What follows belongs to an exercise in optimizing a design on an open flow for small area and a short achievable clock period; a production flow would make more cautious choices.
In this exercise RTL edits were held to simulation tests only and were not proved equivalent to the original.

==> amber: inputs <==
## core_top
module core_top #(
  parameter int reset_pulse_cycles = 1048576
) (
  input  logic                          clk_74a,
  input  logic                          pll_core_locked,
  input  logic [core_pkg::bridge_w-1:0] bridge_addr,
  input  logic                          bridge_wr,
  input  logic [core_pkg::bridge_w-1:0] bridge_wr_data,
  input  logic [31:0]                   cont1_joy,
  input  logic [core_pkg::bridge_w-1:0] rtc_date,
  input  logic [core_pkg::bridge_w-1:0] rtc_time,
  input  logic [core_pkg::rgb_w-1:0]    rgb_in,
  input  logic                          de_in,
  input  logic                          vs_in,
  input  logic [core_pkg::chan_w-1:0]   snap_index,
  output logic                          core_reset,
  output logic [core_pkg::chan_w-1:0]   stick_x,
  output logic [core_pkg::chan_w-1:0]   stick_y,
  output logic [23:0]                   video_rgb,
  ...
export LEC_CHECK = 0
export CAP_MARGIN = 20
export CORE_MARGIN = 2
export CORE_UTILIZATION = 40
export SLEW_MARGIN = 20
create_clock -name core_clock -period 18.0 [get_ports {clk_74a}]
run.sh (not shown) runs the stock make flow with config.mk's settings and CLKGATE_MAP_FILE= SYNTH_SCRIPT=/design/flow/synth_recipe.tcl, a recipe that flattens the netlist after the stock synthesis.
==> fjord: changes against amber <==
--- a/flow/design.v
+++ b/flow/design.v
@@ -36,15 +36,17 @@
   input  logic                          bridge_wr,
   input  logic [core_pkg::bridge_w-1:0] bridge_addr,
   input  logic [core_pkg::bridge_w-1:0] bridge_wr_data,
   output logic                          core_reset,
   output logic [core_pkg::chan_w-1:0]   deadzone,
-  output logic [core_pkg::chan_w-1:0]   color_corr,
+  output logic [core_pkg::chan_w-1:0]   strength,
   output logic                          square_pixels
 );
   localparam int cnt_w = $clog2(reset_pulse_cycles + 1);
   logic [cnt_w-1:0] pulse_count;
+  logic [19:0]      strength_wide;
+  logic [7:0]       strength_next;
   always_ff @(posedge clk_74a or negedge pll_core_locked) begin
     if (!pll_core_locked) begin
       pulse_count <= '0;
     end else begin
       if (pulse_count != '0) begin
@@ -54,22 +56,24 @@
         pulse_count <= cnt_w'(reset_pulse_cycles);
       end
     end
   end
   assign core_reset = !pll_core_locked || (pulse_count != '0);
+  assign strength_wide = 20'(bridge_wr_data[6:0]) * 20'd5223;
+  assign strength_next = (bridge_wr_data[7:0] >= 8'd100) ? 8'd255 : strength_wide[18:11];
   always_ff @(posedge clk_74a or negedge pll_core_locked) begin
     if (!pll_core_locked) begin
       deadzone      <= '0;
-      color_corr    <= '0;
+      strength      <= '0;
       square_pixels <= 1'b0;
     end else if (bridge_wr) begin
       case (bridge_addr)
         core_pkg::addr_deadzone: begin
           deadzone <= bridge_wr_data[core_pkg::chan_w-1:0];
         end
         core_pkg::addr_color_corr: begin
-          color_corr <= bridge_wr_data[core_pkg::chan_w-1:0];
+          strength <= strength_next;
         end
         core_pkg::addr_square_pixels: begin
           square_pixels <= bridge_wr_data[0];
         end
         default: begin
@@ -119,69 +123,68 @@
   input  logic                        pll_core_locked,
   input  logic [core_pkg::rgb_w-1:0]  rgb_in,
   input  logic                        de_in,
   input  logic                        vs_in,
   input  logic [core_pkg::chan_w-1:0] snap_index,
-  input  logic [core_pkg::chan_w-1:0] color_corr,
+  input  logic [core_pkg::chan_w-1:0] strength,
   input  logic                        square_pixels,
   output core_pkg::video_word_u       video_rgb,
   output logic                        video_de
 );
-  logic [15:0]                 cc_wide;
-  logic [core_pkg::chan_w-1:0] cc;
-  logic                        prev_de;
-  logic                        prev_vs;
-  logic [core_pkg::chan_w-1:0] latched_snap;
-  core_pkg::video_word_u       pix_word;
-  core_pkg::video_word_u       slot_word;
-  function automatic logic [7:0] blend(
-    input logic [7:0] c,
-    input logic [9:0] gain,
-    input logic [7:0] strength
-  );
-    logic [15:0] keep_term;
-    logic [9:0]  scaled;
-    logic [17:0] gain_term;
-    logic [18:0] sum;
-    logic [10:0] result;
-    keep_term = 16'(c) * (16'd255 - 16'(strength));
-    scaled    = 10'((18'(c) * 18'(gain)) >> 8);
-    gain_term = 18'(scaled) * 18'(strength);
-    sum       = 19'(keep_term) + 19'(gain_term);
-    result    = sum[18:8];
-    blend = (result > 11'd255) ? 8'd255 : result[7:0];
-  endfunction
-  assign cc_wide = (16'(color_corr) * 16'd255) / 16'(core_pkg::percent_full);
-  assign cc      = (cc_wide > 16'd255) ? 8'd255 : cc_wide[7:0];
+  logic                  prev_vs;
+  logic                  snap_even;
+  core_pkg::video_word_u pix_word;
+  core_pkg::video_word_u slot_word;
+  function automatic logic [7:0] blend_r(input logic [7:0] c, input logic [7:0] s);
+    logic [12:0] c22;
+    logic [4:0]  e;
+    logic [15:0] sum;
+    c22 = 13'(c) * 13'd22;
+    e   = 5'((c22 + 13'd255) >> 8);
+    sum = {c, 8'd0} - 16'(c) - 16'(s) * 16'(e);
+    blend_r = sum[15:8];
+  endfunction
+  function automatic logic [7:0] blend_g(input logic [7:0] c, input logic [7:0] s);
+    logic [7:0] x;
+    x = c[7] ? s : 8'd0;
+    blend_g = c - 8'(x < c);
+  endfunction
+  function automatic logic [7:0] blend_b(input logic [7:0] c, input logic [7:0] s);
+    logic [9:0]  c3;
+    logic [5:0]  d;
+    logic [16:0] sum;
+    c3  = 10'(c) * 10'd3;
+    d   = c3[9:4];
+    sum = {1'b0, c, 8'd0} - 17'(c) + 17'(s) * 17'(d);
+    blend_b = sum[16] ? 8'd255 : sum[15:8];
+  endfunction
   always_comb begin
-    pix_word.pixel.r = blend(rgb_in[23:16], core_pkg::gain_r, cc);
-    pix_word.pixel.g = blend(rgb_in[15:8], core_pkg::gain_g, cc);
-    pix_word.pixel.b = blend(rgb_in[7:0], core_pkg::gain_b, cc);
+    pix_word.pixel.r = blend_r(rgb_in[23:16], strength);
+    pix_word.pixel.g = blend_g(rgb_in[15:8], strength);
+    pix_word.pixel.b = blend_b(rgb_in[7:0], strength);
   end
   always_comb begin
     slot_word.slot.pad_hi             = '0;
-    slot_word.slot.slot_interlace_odd = ~latched_snap[0];
+    slot_word.slot.slot_interlace_odd = snap_even;
     slot_word.slot.slot_square        = square_pixels;
     slot_word.slot.pad_lo             = '0;
   end
   always_ff @(posedge clk_74a or negedge pll_core_locked) begin
     if (!pll_core_locked) begin
-      prev_de      <= 1'b0;
-      prev_vs      <= 1'b0;
-      latched_snap <= '0;
-      video_de     <= 1'b0;
-      video_rgb    <= '0;
-    end else begin
-      prev_de  <= de_in;
+      prev_vs   <= 1'b0;
+      snap_even <= 1'b1;
+      video_de  <= 1'b0;
+      video_rgb <= '0;
+    end else begin
       prev_vs  <= vs_in;
       video_de <= de_in;
       if (vs_in && !prev_vs) begin
-        latched_snap <= snap_index;
+        snap_even <= ~snap_index[0];
       end
       if (de_in) begin
         video_rgb <= pix_word;
-      end else if (prev_de) begin
+      end else if (video_de) begin
         video_rgb <= slot_word;
       end
     end
   end
 endmodule
@@ -196,13 +199,13 @@
   logic                          rtc_changed;
   always_ff @(posedge clk_74a or negedge pll_core_locked) begin
     if (!pll_core_locked) begin
       prev_time   <= '0;
       rtc_changed <= 1'b0;
-    end else if (rtc_time != prev_time) begin
+    end else begin
       prev_time   <= rtc_time;
-      rtc_changed <= ~rtc_changed;
+      rtc_changed <= rtc_changed ^ (rtc_time != prev_time);
     end
   end
   assign rtc_word = {
     rtc_changed,
     8'h00,
@@ -236,11 +239,11 @@
   output logic [23:0]                   video_rgb,
   output logic                          video_de,
   output logic [core_pkg::rtc_w-1:0]    rtc_word
 );
   logic [core_pkg::chan_w-1:0] deadzone;
-  logic [core_pkg::chan_w-1:0] color_corr;
+  logic [core_pkg::chan_w-1:0] strength;
   logic                        square_pixels;
   core_settings_regs #(
     .reset_pulse_cycles(reset_pulse_cycles)
   ) i_settings (
     .clk_74a        (clk_74a),
@@ -248,11 +251,11 @@
     .bridge_wr      (bridge_wr),
     .bridge_addr    (bridge_addr),
     .bridge_wr_data (bridge_wr_data),
     .core_reset     (core_reset),
     .deadzone       (deadzone),
-    .color_corr     (color_corr),
+    .strength       (strength),
     .square_pixels  (square_pixels)
   );
   stick_deadzone i_stick (
     .clk_74a        (clk_74a),
     .pll_core_locked(pll_core_locked),
@@ -267,11 +270,11 @@
     .pll_core_locked(pll_core_locked),
     .rgb_in         (rgb_in),
     .de_in          (de_in),
     .vs_in          (vs_in),
     .snap_index     (snap_index),
-    .color_corr     (color_corr),
+    .strength       (strength),
     .square_pixels  (square_pixels),
     .video_rgb      (video_rgb),
     .video_de       (video_de)
   );
   rtc_packer i_rtc (
==> flow/flow/run.sh (new file) <==
#!/bin/bash
# Standard layout, but with the smallest buffer on the ports instead of the
# delay buffer buffer_ports picks by itself.
set -o pipefail
export BUFFER_PORTS_ARGS="-buffer_cell sky130_fd_sc_hd__buf_1"
bash standard.sh 2>&1 | tee standard.log
==> flow/standard.sh (new file) <==
#!/bin/bash
# synth_recipe.tcl (not shown) runs the flow's synth.tcl, then flattens the netlist and writes it again
# the make line also repeats each setting of config.mk as NAME=value (left out here)
make -C /OpenROAD-flow-scripts/flow DESIGN_CONFIG=/design/flow/config.mk WORK_HOME=/design/flow/orfs CLKGATE_MAP_FILE= SYNTH_SCRIPT=/design/flow/synth_recipe.tcl "${@:-finish}"
removed: flow/run.sh
==> yarrow: changes against amber <==
--- a/flow/design.v
+++ b/flow/design.v
@@ -36,15 +36,17 @@
   input  logic                          bridge_wr,
   input  logic [core_pkg::bridge_w-1:0] bridge_addr,
   input  logic [core_pkg::bridge_w-1:0] bridge_wr_data,
   output logic                          core_reset,
   output logic [core_pkg::chan_w-1:0]   deadzone,
-  output logic [core_pkg::chan_w-1:0]   color_corr,
+  output logic [core_pkg::chan_w-1:0]   strength,
   output logic                          square_pixels
 );
   localparam int cnt_w = $clog2(reset_pulse_cycles + 1);
   logic [cnt_w-1:0] pulse_count;
+  logic [19:0]      strength_wide;
+  logic [7:0]       strength_next;
   always_ff @(posedge clk_74a or negedge pll_core_locked) begin
     if (!pll_core_locked) begin
       pulse_count <= '0;
     end else begin
       if (pulse_count != '0) begin
@@ -54,22 +56,24 @@
         pulse_count <= cnt_w'(reset_pulse_cycles);
       end
     end
   end
   assign core_reset = !pll_core_locked || (pulse_count != '0);
+  assign strength_wide = 20'(bridge_wr_data[6:0]) * 20'd5223;
+  assign strength_next = (bridge_wr_data[7:0] >= 8'd100) ? 8'd255 : strength_wide[18:11];
   always_ff @(posedge clk_74a or negedge pll_core_locked) begin
     if (!pll_core_locked) begin
       deadzone      <= '0;
-      color_corr    <= '0;
+      strength      <= '0;
       square_pixels <= 1'b0;
     end else if (bridge_wr) begin
       case (bridge_addr)
         core_pkg::addr_deadzone: begin
           deadzone <= bridge_wr_data[core_pkg::chan_w-1:0];
         end
         core_pkg::addr_color_corr: begin
-          color_corr <= bridge_wr_data[core_pkg::chan_w-1:0];
+          strength <= strength_next;
         end
         core_pkg::addr_square_pixels: begin
           square_pixels <= bridge_wr_data[0];
         end
         default: begin
@@ -119,69 +123,68 @@
   input  logic                        pll_core_locked,
   input  logic [core_pkg::rgb_w-1:0]  rgb_in,
   input  logic                        de_in,
   input  logic                        vs_in,
   input  logic [core_pkg::chan_w-1:0] snap_index,
-  input  logic [core_pkg::chan_w-1:0] color_corr,
+  input  logic [core_pkg::chan_w-1:0] strength,
   input  logic                        square_pixels,
   output core_pkg::video_word_u       video_rgb,
   output logic                        video_de
 );
-  logic [15:0]                 cc_wide;
-  logic [core_pkg::chan_w-1:0] cc;
-  logic                        prev_de;
-  logic                        prev_vs;
-  logic [core_pkg::chan_w-1:0] latched_snap;
-  core_pkg::video_word_u       pix_word;
-  core_pkg::video_word_u       slot_word;
-  function automatic logic [7:0] blend(
-    input logic [7:0] c,
-    input logic [9:0] gain,
-    input logic [7:0] strength
-  );
-    logic [15:0] keep_term;
-    logic [9:0]  scaled;
-    logic [17:0] gain_term;
-    logic [18:0] sum;
-    logic [10:0] result;
-    keep_term = 16'(c) * (16'd255 - 16'(strength));
-    scaled    = 10'((18'(c) * 18'(gain)) >> 8);
-    gain_term = 18'(scaled) * 18'(strength);
-    sum       = 19'(keep_term) + 19'(gain_term);
-    result    = sum[18:8];
-    blend = (result > 11'd255) ? 8'd255 : result[7:0];
-  endfunction
-  assign cc_wide = (16'(color_corr) * 16'd255) / 16'(core_pkg::percent_full);
-  assign cc      = (cc_wide > 16'd255) ? 8'd255 : cc_wide[7:0];
+  logic                  prev_vs;
+  logic                  snap_even;
+  core_pkg::video_word_u pix_word;
+  core_pkg::video_word_u slot_word;
+  function automatic logic [7:0] blend_r(input logic [7:0] c, input logic [7:0] s);
+    logic [12:0] c22;
+    logic [4:0]  e;
+    logic [15:0] sum;
+    c22 = 13'(c) * 13'd22;
+    e   = 5'((c22 + 13'd255) >> 8);
+    sum = {c, 8'd0} - 16'(c) - 16'(s) * 16'(e);
+    blend_r = sum[15:8];
+  endfunction
+  function automatic logic [7:0] blend_g(input logic [7:0] c, input logic [7:0] s);
+    logic [7:0] x;
+    x = c[7] ? s : 8'd0;
+    blend_g = c - 8'(x < c);
+  endfunction
+  function automatic logic [7:0] blend_b(input logic [7:0] c, input logic [7:0] s);
+    logic [9:0]  c3;
+    logic [5:0]  d;
+    logic [16:0] sum;
+    c3  = 10'(c) * 10'd3;
+    d   = c3[9:4];
+    sum = {1'b0, c, 8'd0} - 17'(c) + 17'(s) * 17'(d);
+    blend_b = sum[16] ? 8'd255 : sum[15:8];
+  endfunction
   always_comb begin
-    pix_word.pixel.r = blend(rgb_in[23:16], core_pkg::gain_r, cc);
-    pix_word.pixel.g = blend(rgb_in[15:8], core_pkg::gain_g, cc);
-    pix_word.pixel.b = blend(rgb_in[7:0], core_pkg::gain_b, cc);
+    pix_word.pixel.r = blend_r(rgb_in[23:16], strength);
+    pix_word.pixel.g = blend_g(rgb_in[15:8], strength);
+    pix_word.pixel.b = blend_b(rgb_in[7:0], strength);
   end
   always_comb begin
     slot_word.slot.pad_hi             = '0;
-    slot_word.slot.slot_interlace_odd = ~latched_snap[0];
+    slot_word.slot.slot_interlace_odd = snap_even;
     slot_word.slot.slot_square        = square_pixels;
     slot_word.slot.pad_lo             = '0;
   end
   always_ff @(posedge clk_74a or negedge pll_core_locked) begin
     if (!pll_core_locked) begin
-      prev_de      <= 1'b0;
-      prev_vs      <= 1'b0;
-      latched_snap <= '0;
-      video_de     <= 1'b0;
-      video_rgb    <= '0;
-    end else begin
-      prev_de  <= de_in;
+      prev_vs   <= 1'b0;
+      snap_even <= 1'b1;
+      video_de  <= 1'b0;
+      video_rgb <= '0;
+    end else begin
       prev_vs  <= vs_in;
       video_de <= de_in;
       if (vs_in && !prev_vs) begin
-        latched_snap <= snap_index;
+        snap_even <= ~snap_index[0];
       end
       if (de_in) begin
         video_rgb <= pix_word;
-      end else if (prev_de) begin
+      end else if (video_de) begin
         video_rgb <= slot_word;
       end
     end
   end
 endmodule
@@ -196,13 +199,13 @@
   logic                          rtc_changed;
   always_ff @(posedge clk_74a or negedge pll_core_locked) begin
     if (!pll_core_locked) begin
       prev_time   <= '0;
       rtc_changed <= 1'b0;
-    end else if (rtc_time != prev_time) begin
+    end else begin
       prev_time   <= rtc_time;
-      rtc_changed <= ~rtc_changed;
+      rtc_changed <= rtc_changed ^ (rtc_time != prev_time);
     end
   end
   assign rtc_word = {
     rtc_changed,
     8'h00,
@@ -236,11 +239,11 @@
   output logic [23:0]                   video_rgb,
   output logic                          video_de,
   output logic [core_pkg::rtc_w-1:0]    rtc_word
 );
   logic [core_pkg::chan_w-1:0] deadzone;
-  logic [core_pkg::chan_w-1:0] color_corr;
+  logic [core_pkg::chan_w-1:0] strength;
   logic                        square_pixels;
   core_settings_regs #(
     .reset_pulse_cycles(reset_pulse_cycles)
   ) i_settings (
     .clk_74a        (clk_74a),
@@ -248,11 +251,11 @@
     .bridge_wr      (bridge_wr),
     .bridge_addr    (bridge_addr),
     .bridge_wr_data (bridge_wr_data),
     .core_reset     (core_reset),
     .deadzone       (deadzone),
-    .color_corr     (color_corr),
+    .strength       (strength),
     .square_pixels  (square_pixels)
   );
   stick_deadzone i_stick (
     .clk_74a        (clk_74a),
     .pll_core_locked(pll_core_locked),
@@ -267,11 +270,11 @@
     .pll_core_locked(pll_core_locked),
     .rgb_in         (rgb_in),
     .de_in          (de_in),
     .vs_in          (vs_in),
     .snap_index     (snap_index),
-    .color_corr     (color_corr),
+    .strength       (strength),
     .square_pixels  (square_pixels),
     .video_rgb      (video_rgb),
     .video_de       (video_de)
   );
   rtc_packer i_rtc (
==> notes <==
fjord finished clean. yarrow completed without violations. amber produced a clean layout.
Fmax: fjord > yarrow > amber.
Between yarrow and amber, the lower synthesized cell count is in yarrow (gap about 50%, measured against amber).
In fjord the synthesized area is smaller than in amber, by about 50%.
Non-clock buffer count: amber is higher than fjord (108).
Of fjord and yarrow, yarrow has the higher global-route usage (gap 0.87 points).
In yarrow the worst setup slack is worse than in fjord, by 0.34 ns.
Flip-flop and latch count is the same in fjord and yarrow.
Hold slack: amber is worse than fjord (0.0053 ns).

afterwards: timing with drivers on the ports:
In the flow no input, the clock included, has a driving cell. The finished layouts below were timed again as built, in two steps.
Step 1 assumes that a clkbuf_16 drives the clock port and a buf_2 every other input.
Step 2 also shifts input and output timing later by t, the mid clock arrival at the registers, as if the neighbouring blocks saw the same clock.
Slacks: no drivers / after step 1 / after step 2; pairs: no drivers / after step 1.
| run | t, ns | slack for setup (ns) | worst register clock-pin slew, ns | worst slew at a driven data input, ns |
|---|---|---|---|---|
| amber | 0.473 | 0.653 / 0.653 / 0.653 | 0.07 / 0.07 | 0.09 |
| fjord | 0.473 | 5.819 / 5.844 / 5.371 | 0.06 / 0.06 | 0.07 |
| yarrow | 0.460 | 5.478 / 5.507 / 5.047 | 0.07 / 0.07 | 0.07 |
After both steps every run listed still meets setup and hold. The setup slack of fjord, which loses most, moves by +0.025 ns with the drivers and by -0.448 ns with both steps.
